This design comes from an exercise in tuning for small area on the open sky130 flow, not from production work. The RTL was checked by simulation tests, not by an equivalence proof against the original design. Power is estimated from default activity; no workload was simulated.

== oak ==
==> flow/design.v <==
`timescale 1ns/1ps
module gt_add #(parameter int N = 8) (
    input  logic [N-1:0] a,
    input  logic [N-1:0] b,
    input  logic         ci,
    output logic [N-1:0] s
);
    logic [N:0] c;
    assign c[0] = ci;
    for (genvar i = 0; i < N; i++) begin : g_bit
        assign s[i]   = a[i] ^ b[i] ^ c[i];
        assign c[i+1] = (a[i] & b[i]) | (a[i] & c[i]) | (b[i] & c[i]);
    end
endmodule
module gt_seq (
    input  logic clk25M,
    input  logic reset,
    input  logic frame_tick,
    output logic busy,
    output logic b1,
    output logic b2,
    output logic b3,
    output logic b4
);
    logic [5:0] seq;
    assign busy = (seq != 6'b100010);
    assign b1 = (seq[3:0] == 4'b0000);
    assign b2 = !seq[5] && !seq[4] && !seq[2] && !seq[1];
    assign b3 = !seq[5] && !seq[3] && !seq[2] && !seq[0];
    assign b4 = !seq[5] && !seq[4] && !seq[3] && seq[2] && seq[0];
    always_ff @(posedge clk25M) begin
        if (reset)     seq <= 6'b100010;
        else if (busy) seq <= {seq[4:0], seq[5] ^ seq[4] ^ seq[2] ^ seq[1]};
        else           seq <= {4'b1000, !frame_tick, 1'b0};
    end
endmodule
module gt_hq (
    input  logic       b1, b2, dir_r,
    input  logic [3:0] speed,
    input  logic [8:0] lp,
    input  logic [9:0] scan_h,
    output logic [9:0] hq,
    output logic       hc
);
    always_comb begin
        if (b1) begin
            hq = dir_r ? {6'b000000, speed} : {6'b111111, ~speed};
            hc = !dir_r;
        end else if (b2) begin
            hq = ~{lp, 1'b0};
            hc = 1'b0;
        end else begin
            hq = ~scan_h;
            hc = 1'b0;
        end
    end
endmodule
module gt_vq (
    input  logic       b1, b2,
    input  logic [6:0] lm,
    input  logic [9:0] scan_v,
    output logic [6:0] vq,
    output logic       vc
);
    always_comb begin
        if (b1) begin
            vq = 7'd0;
            vc = 1'b1;
        end else if (b2) begin
            vq = ~{1'b0, lm[6:1]};
            vc = 1'b0;
        end else begin
            vq = ~scan_v[9:3];
            vc = 1'b0;
        end
    end
endmodule
module gt_cq (
    input  logic       b3, b4, go_left,
    input  logic [9:0] scan_h,
    output logic [8:0] cq,
    output logic       cc
);
    always_comb begin
        if (b3) begin
            cq = 9'd4;
            cc = 1'b0;
        end else if (b4) begin
            cq = {9{go_left}};
            cc = !go_left;
        end else begin
            cq = ~scan_h[9:1];
            cc = 1'b0;
        end
    end
endmodule
module gt_dec (
    input  logic [9:0]  hs,
    input  logic [6:0]  vs,
    input  logic        ext,
    input  logic [15:0] alive,
    output logic        inv_hit,
    output logic [1:0]  row,
    output logic [1:0]  col,
    output logic [15:0] box       
);
    logic [9:0] dh;
    logic [6:0] dv;
    logic       in_col, in_row;
    assign dh = ~hs;
    assign dv = ~vs;
    assign in_col = (dh[9:7] == 3'd0) && !dh[4];
    assign col    = dh[6:5];
    always_comb begin
        in_row = 1'b1;
        case (dv)
            7'd0, 7'd1:   row = 2'd0;
            7'd6, 7'd7:   row = 2'd1;
            7'd12, 7'd13: row = 2'd2;
            7'd18, 7'd19: row = 2'd3;
            7'd127: begin row = 2'd0; in_row = ext; end
            7'd5:   begin row = 2'd1; in_row = ext; end
            7'd11:  begin row = 2'd2; in_row = ext; end
            7'd17:  begin row = 2'd3; in_row = ext; end
            default: begin row = 2'd0; in_row = 1'b0; end
        endcase
    end
    assign inv_hit = in_col && in_row && alive[{row, col}];
    always_comb
        for (int i = 0; i < 16; i++)
            box[i] = in_col && in_row && (row == 2'(i / 4)) && (col == 2'(i % 4));
endmodule
module gt_wall (
    input  logic [15:0] alive,
    input  logic        dir_r,
    input  logic [9:0]  hs,
    input  logic [5:0]  yq,
    output logic        wall,
    output logic        floor_hit
);
    logic [3:0] col_alive, row_alive;
    logic [1:0] cdir;
    logic       any_alive;
    always_comb begin
        for (int c = 0; c < 4; c++)
            col_alive[c] = alive[c] | alive[4+c] | alive[8+c] | alive[12+c];
        for (int r = 0; r < 4; r++)
            row_alive[r] = |alive[4*r +: 4];
        any_alive = |col_alive;
        if (dir_r)
            cdir = col_alive[3] ? 2'd3 : col_alive[2] ? 2'd2 : col_alive[1] ? 2'd1 : 2'd0;
        else
            cdir = col_alive[0] ? 2'd0 : col_alive[1] ? 2'd1 : col_alive[2] ? 2'd2 : 2'd3;
        if (row_alive[3])      floor_hit = yq[5];
        else if (row_alive[2]) floor_hit = yq[5] && (yq[4:0] >= 5'd6);
        else if (row_alive[1]) floor_hit = yq[5] && (yq[4:0] >= 5'd12);
        else                   floor_hit = yq[5] && (yq[4:0] >= 5'd18);
    end
    assign wall = any_alive && hs[9] && (hs[8:7] == {2{!dir_r}})
               && (hs[6:5] == ~cdir) && hs[4] && (hs[3:0] != 4'd0);
endmodule
module gt_pix (
    input  logic [9:0] scan_h,
    input  logic [9:0] scan_v,
    input  logic [8:0] cs,
    input  logic [7:0] ls,
    input  logic [8:0] lp,
    input  logic       la,
    input  logic       inv_hit,
    input  logic [1:0] row,
    output logic [2:0] cls
);
    wire can_px = (scan_v[9:3] == 7'd55) && (cs[8:3] == 6'b111111);
    wire las_px = la && (scan_h[9:1] == lp) && !scan_h[0] && (ls[7:1] == 7'h7f);
    always_comb begin
        if (las_px)       cls = 3'b111;
        else if (can_px)  cls = 3'b110;
        else if (inv_hit) begin
            case (row)
                2'd0:    cls = 3'b101;
                2'd1:    cls = 3'b011;
                2'd2:    cls = 3'b010;
                default: cls = 3'b100;
            endcase
        end else          cls = 3'b000;
    end
endmodule
module game_top (
    input  logic              clk25M,
    input  logic              reset,
    input  logic              frame_tick,
    input  logic              btn_left,
    input  logic              btn_right,
    input  logic              btn_fire,
    input  logic [3:0]        speed,
    input  logic              scan_en,
    input  logic [9:0]        scan_h,
    input  logic [9:0]        scan_v,
    output logic              busy,
    output logic              pixel_en,
    output logic [11:0]       pixel_color
);
    logic        b1, b2, b3, b4;
    logic [9:0]  fx;
    logic [5:0]  yq;
    logic [15:0] alive;
    logic        dir_r;
    logic [8:0]  cp;
    logic        la;
    logic [8:0]  lp;
    logic [6:0]  lm;
    gt_seq u_seq (.clk25M(clk25M), .reset(reset), .frame_tick(frame_tick),
                  .busy(busy), .b1(b1), .b2(b2), .b3(b3), .b4(b4));
    logic [9:0] hq, hs;
    logic       hc;
    logic [6:0] vq, vs;
    logic       vc;
    logic [8:0] cq, cs;
    logic       cc;
    logic [7:0] ls;
    wire go_left  = btn_left && (cp != 9'd0);
    wire go_right = btn_right && (cp < 9'd312);
    gt_hq u_hq (.b1(b1), .b2(b2), .dir_r(dir_r), .speed(speed), .lp(lp), .scan_h(scan_h), .hq(hq), .hc(hc));
    gt_add #(10) u_ha (.a(fx), .b(hq), .ci(hc), .s(hs));
    gt_vq u_vq (.b1(b1), .b2(b2), .lm(lm), .scan_v(scan_v), .vq(vq), .vc(vc));
    gt_add #(7) u_va (.a({1'b0, yq}), .b(vq), .ci(vc), .s(vs));
    gt_cq u_cq (.b3(b3), .b4(b4), .go_left(go_left), .scan_h(scan_h), .cq(cq), .cc(cc));
    gt_add #(9) u_ca (.a(cp), .b(cq), .ci(cc), .s(cs));
    gt_add #(8) u_la (.a({1'b0, lm}), .b(b3 ? 8'hff : ~scan_v[9:2]), .ci(1'b0), .s(ls));
    logic       inv_hit, wall, floor_hit;
    logic [1:0] row, col;
    logic [15:0] box;
    gt_dec u_dec (.hs(hs), .vs(vs), .ext(b2 && lm[0]), .alive(alive),
                  .inv_hit(inv_hit), .row(row), .col(col), .box(box));
    gt_wall u_wall (.alive(alive), .dir_r(dir_r), .hs(hs), .yq(yq),
                    .wall(wall), .floor_hit(floor_hit));
    wire hit     = b2 && la && inv_hit;
    logic hit_q;
    wire la_left = la && !hit_q;
    always_ff @(posedge clk25M) begin
        if (b2) hit_q <= hit;
    end
    always_ff @(posedge clk25M) begin
        if (reset) begin
            fx    <= 10'd32;
            yq    <= 6'd4;
            dir_r <= 1'b1;
            cp    <= 9'd156;
            la    <= 1'b0;
        end else begin
            if (b1) begin
                if (wall) begin
                    dir_r <= !dir_r;
                    if (!floor_hit) yq <= vs[5:0];
                end else begin
                    fx <= hs;
                end
            end
            if (b3) la <= la_left ? !ls[7] : btn_fire;
            if (b4 && (go_left || go_right)) cp <= cs;
        end
    end
    always_ff @(posedge clk25M) begin
        for (int i = 0; i < 16; i++)
            alive[i] <= reset || (alive[i] && !(b2 && la && box[i]));
    end
    always_ff @(posedge clk25M) begin
        if (b3) begin
            lm <= la_left ? ls[6:0] : 7'd108;
            if (!la_left) lp <= cs;
        end
    end
    localparam logic [2:0] NONE = 3'b001;
    logic [2:0] cls, px_q1, px_q2;
    gt_pix u_pix (.scan_h(scan_h), .scan_v(scan_v), .cs(cs), .ls(ls), .lp(lp), .la(la),
                  .inv_hit(inv_hit), .row(row), .cls(cls));
    always_ff @(posedge clk25M) begin
        px_q1 <= (reset || !scan_en) ? NONE : cls;
        px_q2 <= reset ? NONE : px_q1;
    end
    assign pixel_en = (px_q2 != NONE);
    assign pixel_color = {{4{px_q2[2]}},
                          px_q2[1] | (px_q2[2] & !px_q2[0]),
                          {3{px_q2[1]}},
                          {4{px_q2[0]}}};
endmodule
==> flow/config.mk <==
export PLATFORM = sky130hd
export DESIGN_NAME = game_top
export DESIGN_NICKNAME = game_top
export VERILOG_FILES = /design/flow/design.v
export SDC_FILE = /design/flow/constraint.sdc
export NUM_CORES = 4
export LEC_CHECK = 0
export ABC_AREA = 1
export CAP_MARGIN = 20
export CORE_MARGIN = 2
export CORE_UTILIZATION = 65
export SLEW_MARGIN = 20
==> flow/constraint.sdc <==
create_clock -name core_clock -period 6.0 [get_ports {clk25M}]
set_input_delay 1.2000 -clock core_clock [delete_from_list [all_inputs] [get_ports {clk25M}]]
set_output_delay 1.2000 -clock core_clock [all_outputs]
set_load 0.01 [all_outputs]
standard.sh (not shown) runs the stock make flow with config.mk's settings and CLKGATE_MAP_FILE= SYNTH_SCRIPT=/design/flow/synth_recipe.tcl, a recipe that flattens the netlist after the stock synthesis.
==> flow/flow/run.sh <==
#!/bin/bash
# The standard layout with three changes: an area-oriented ABC script for
# the combinational logic (registers are mapped before ABC, so they are the
# standard synthesis's), the smallest buffer on the ports, and a clock tree
# without dummy loads.
set -euo pipefail
rm -rf scripts_abc
cp -r "$FLOW_HOME/scripts" scripts_abc
cp flow/abc_area.script scripts_abc/abc_area.script
bash standard.sh \
  "SCRIPTS_DIR=$PWD/scripts_abc" \
  "BUFFER_PORTS_ARGS=-buffer_cell sky130_fd_sc_hd__buf_1" \
  "CTS_ARGS=-sink_clustering_enable -repair_clock_nets -dont_use_dummy_load -buf_list sky130_fd_sc_hd__clkbuf_8" \
  finish > standard.log 2>&1
==> flow/flow/abc_area.script <==
&get -n
&st
&syn2
&dch -f
&nf -R 1000
&put
strash
&get -n
&st
&dch -f
&nf -R 1000
&put
topo
stime -c
buffer -c
upsize -c
dnsize -c
Inputs modified between oak and pine:
==> flow/design.v, changed modules only <==
module gt_dec (
    input  logic [9:0]  hs,
    input  logic [6:0]  vs,
    input  logic        ext,
    input  logic [15:0] alive,
    output logic        inv_hit,
    output logic [1:0]  row,
    output logic [1:0]  col
);
    logic [9:0] dh;
    logic [6:0] dv;
    logic       in_col, in_row;
    assign dh = ~hs;
    assign dv = ~vs;
    assign in_col = (dh[9:7] == 3'd0) && !dh[4];
    assign col    = dh[6:5];
    always_comb begin
        in_row = 1'b1;
        case (dv)
            7'd0, 7'd1:   row = 2'd0;
            7'd6, 7'd7:   row = 2'd1;
            7'd12, 7'd13: row = 2'd2;
            7'd18, 7'd19: row = 2'd3;
            7'd127: begin row = 2'd0; in_row = ext; end
            7'd5:   begin row = 2'd1; in_row = ext; end
            7'd11:  begin row = 2'd2; in_row = ext; end
            7'd17:  begin row = 2'd3; in_row = ext; end
            default: begin row = 2'd0; in_row = 1'b0; end
        endcase
    end
    assign inv_hit = in_col && in_row && alive[{row, col}];
endmodule
module game_top (
    input  logic              clk25M,
    input  logic              reset,
    input  logic              frame_tick,
    input  logic              btn_left,
    input  logic              btn_right,
    input  logic              btn_fire,
    input  logic [3:0]        speed,
    input  logic              scan_en,
    input  logic [9:0]        scan_h,
    input  logic [9:0]        scan_v,
    output logic              busy,
    output logic              pixel_en,
    output logic [11:0]       pixel_color
);
    logic        b1, b2, b3, b4;
    logic [9:0]  fx;
    logic [5:0]  yq;
    logic [15:0] alive;
    logic        dir_r;
    logic [8:0]  cp;
    logic        la;
    logic [8:0]  lp;
    logic [6:0]  lm;
    gt_seq u_seq (.clk25M(clk25M), .reset(reset), .frame_tick(frame_tick),
                  .busy(busy), .b1(b1), .b2(b2), .b3(b3), .b4(b4));
    logic [9:0] hq, hs;
    logic       hc;
    logic [6:0] vq, vs;
    logic       vc;
    logic [8:0] cq, cs;
    logic       cc;
    logic [7:0] ls;
    wire go_left  = btn_left && (cp != 9'd0);
    wire go_right = btn_right && (cp < 9'd312);
    gt_hq u_hq (.b1(b1), .b2(b2), .dir_r(dir_r), .speed(speed), .lp(lp), .scan_h(scan_h), .hq(hq), .hc(hc));
    gt_add #(10) u_ha (.a(fx), .b(hq), .ci(hc), .s(hs));
    gt_vq u_vq (.b1(b1), .b2(b2), .lm(lm), .scan_v(scan_v), .vq(vq), .vc(vc));
    gt_add #(7) u_va (.a({1'b0, yq}), .b(vq), .ci(vc), .s(vs));
    gt_cq u_cq (.b3(b3), .b4(b4), .go_left(go_left), .scan_h(scan_h), .cq(cq), .cc(cc));
    gt_add #(9) u_ca (.a(cp), .b(cq), .ci(cc), .s(cs));
    gt_add #(8) u_la (.a({1'b0, lm}), .b(b3 ? 8'hff : ~scan_v[9:2]), .ci(1'b0), .s(ls));
    logic       inv_hit, wall, floor_hit;
    logic [1:0] row, col;
    gt_dec u_dec (.hs(hs), .vs(vs), .ext(b2 && lm[0]), .alive(alive),
                  .inv_hit(inv_hit), .row(row), .col(col));
    gt_wall u_wall (.alive(alive), .dir_r(dir_r), .hs(hs), .yq(yq),
                    .wall(wall), .floor_hit(floor_hit));
    wire hit     = b2 && la && inv_hit;
    logic hit_q;
    wire la_left = la && !hit_q;
    always_ff @(posedge clk25M) begin
        if (b2) hit_q <= hit;
    end
    always_ff @(posedge clk25M) begin
        if (reset) begin
            fx    <= 10'd32;
            yq    <= 6'd4;
            dir_r <= 1'b1;
            cp    <= 9'd156;
            la    <= 1'b0;
        end else begin
            if (b1) begin
                if (wall) begin
                    dir_r <= !dir_r;
                    if (!floor_hit) yq <= vs[5:0];
                end else begin
                    fx <= hs;
                end
            end
            if (b3) la <= la_left ? !ls[7] : btn_fire;
            if (b4 && (go_left || go_right)) cp <= cs;
        end
    end
    always_ff @(posedge clk25M) begin
        for (int i = 0; i < 16; i++)
            alive[i] <= reset || (alive[i] && !(hit && {row, col} == 4'(i)));
    end
    always_ff @(posedge clk25M) begin
        if (b3) begin
            lm <= la_left ? ls[6:0] : 7'd108;
            if (!la_left) lp <= cs;
        end
    end
    localparam logic [2:0] NONE = 3'b001;
    logic [2:0] cls, px_q1, px_q2;
    gt_pix u_pix (.scan_h(scan_h), .scan_v(scan_v), .cs(cs), .ls(ls), .lp(lp), .la(la),
                  .inv_hit(inv_hit), .row(row), .cls(cls));
    always_ff @(posedge clk25M) begin
        px_q1 <= (reset || !scan_en) ? NONE : cls;
        px_q2 <= reset ? NONE : px_q1;
    end
    assign pixel_en = (px_q2 != NONE);
    assign pixel_color = {{4{px_q2[2]}},
                          px_q2[1] | (px_q2[2] & !px_q2[0]),
                          {3{px_q2[1]}},
                          {4{px_q2[0]}}};
endmodule
[summary]
Sort pine and oak by worst relative slew slack, ascending, and pine comes first.
Compared with oak, pine shows a lower power share of the clock group.
pine vs. oak: shortest clock period the worst path allows after layout saw an increase, worst path setup slack after routing shrank by 0.039 ns, final core area utilization has increased, via count of the first global-routing pass climbed 70.

==> separate check: timing with driven ports <==
The results above use ideal ports. As a check the final layouts listed here were re-extracted and re-timed, cells and wires unchanged.
Step 1 sets driving cells, clkbuf_16 on the clock port and buf_2 on the other inputs (assumed; they add their load-dependent delay and slew).
Step 2 adds t to the input delays and takes it off the output delays; t is the mean of the earliest and latest rising clock arrival at the registers after step 1. Input paths then give back, and output paths get back, about the clock's delay inside the block.
Three values: ideal, step 1, step 2; two values: the first two.
run	t, ns	slack for setup (ns)	worst hold slack (ns)	worst setup path at the end	clock arrival spread, ns
oak	0.371	0.343 / 0.354 / -0.017	0.408 / 0.408 / 0.408	input to register	0.018 / 0.019
pine	0.369	0.304 / 0.312 / -0.058	0.413 / 0.413 / 0.413	input to register	0.019 / 0.019
With both steps, setup timing fails in oak and pine, where it was met with ideal ports. The setup slack of pine, which loses most, moves by +0.008 ns with the drivers and by -0.362 ns with both steps.
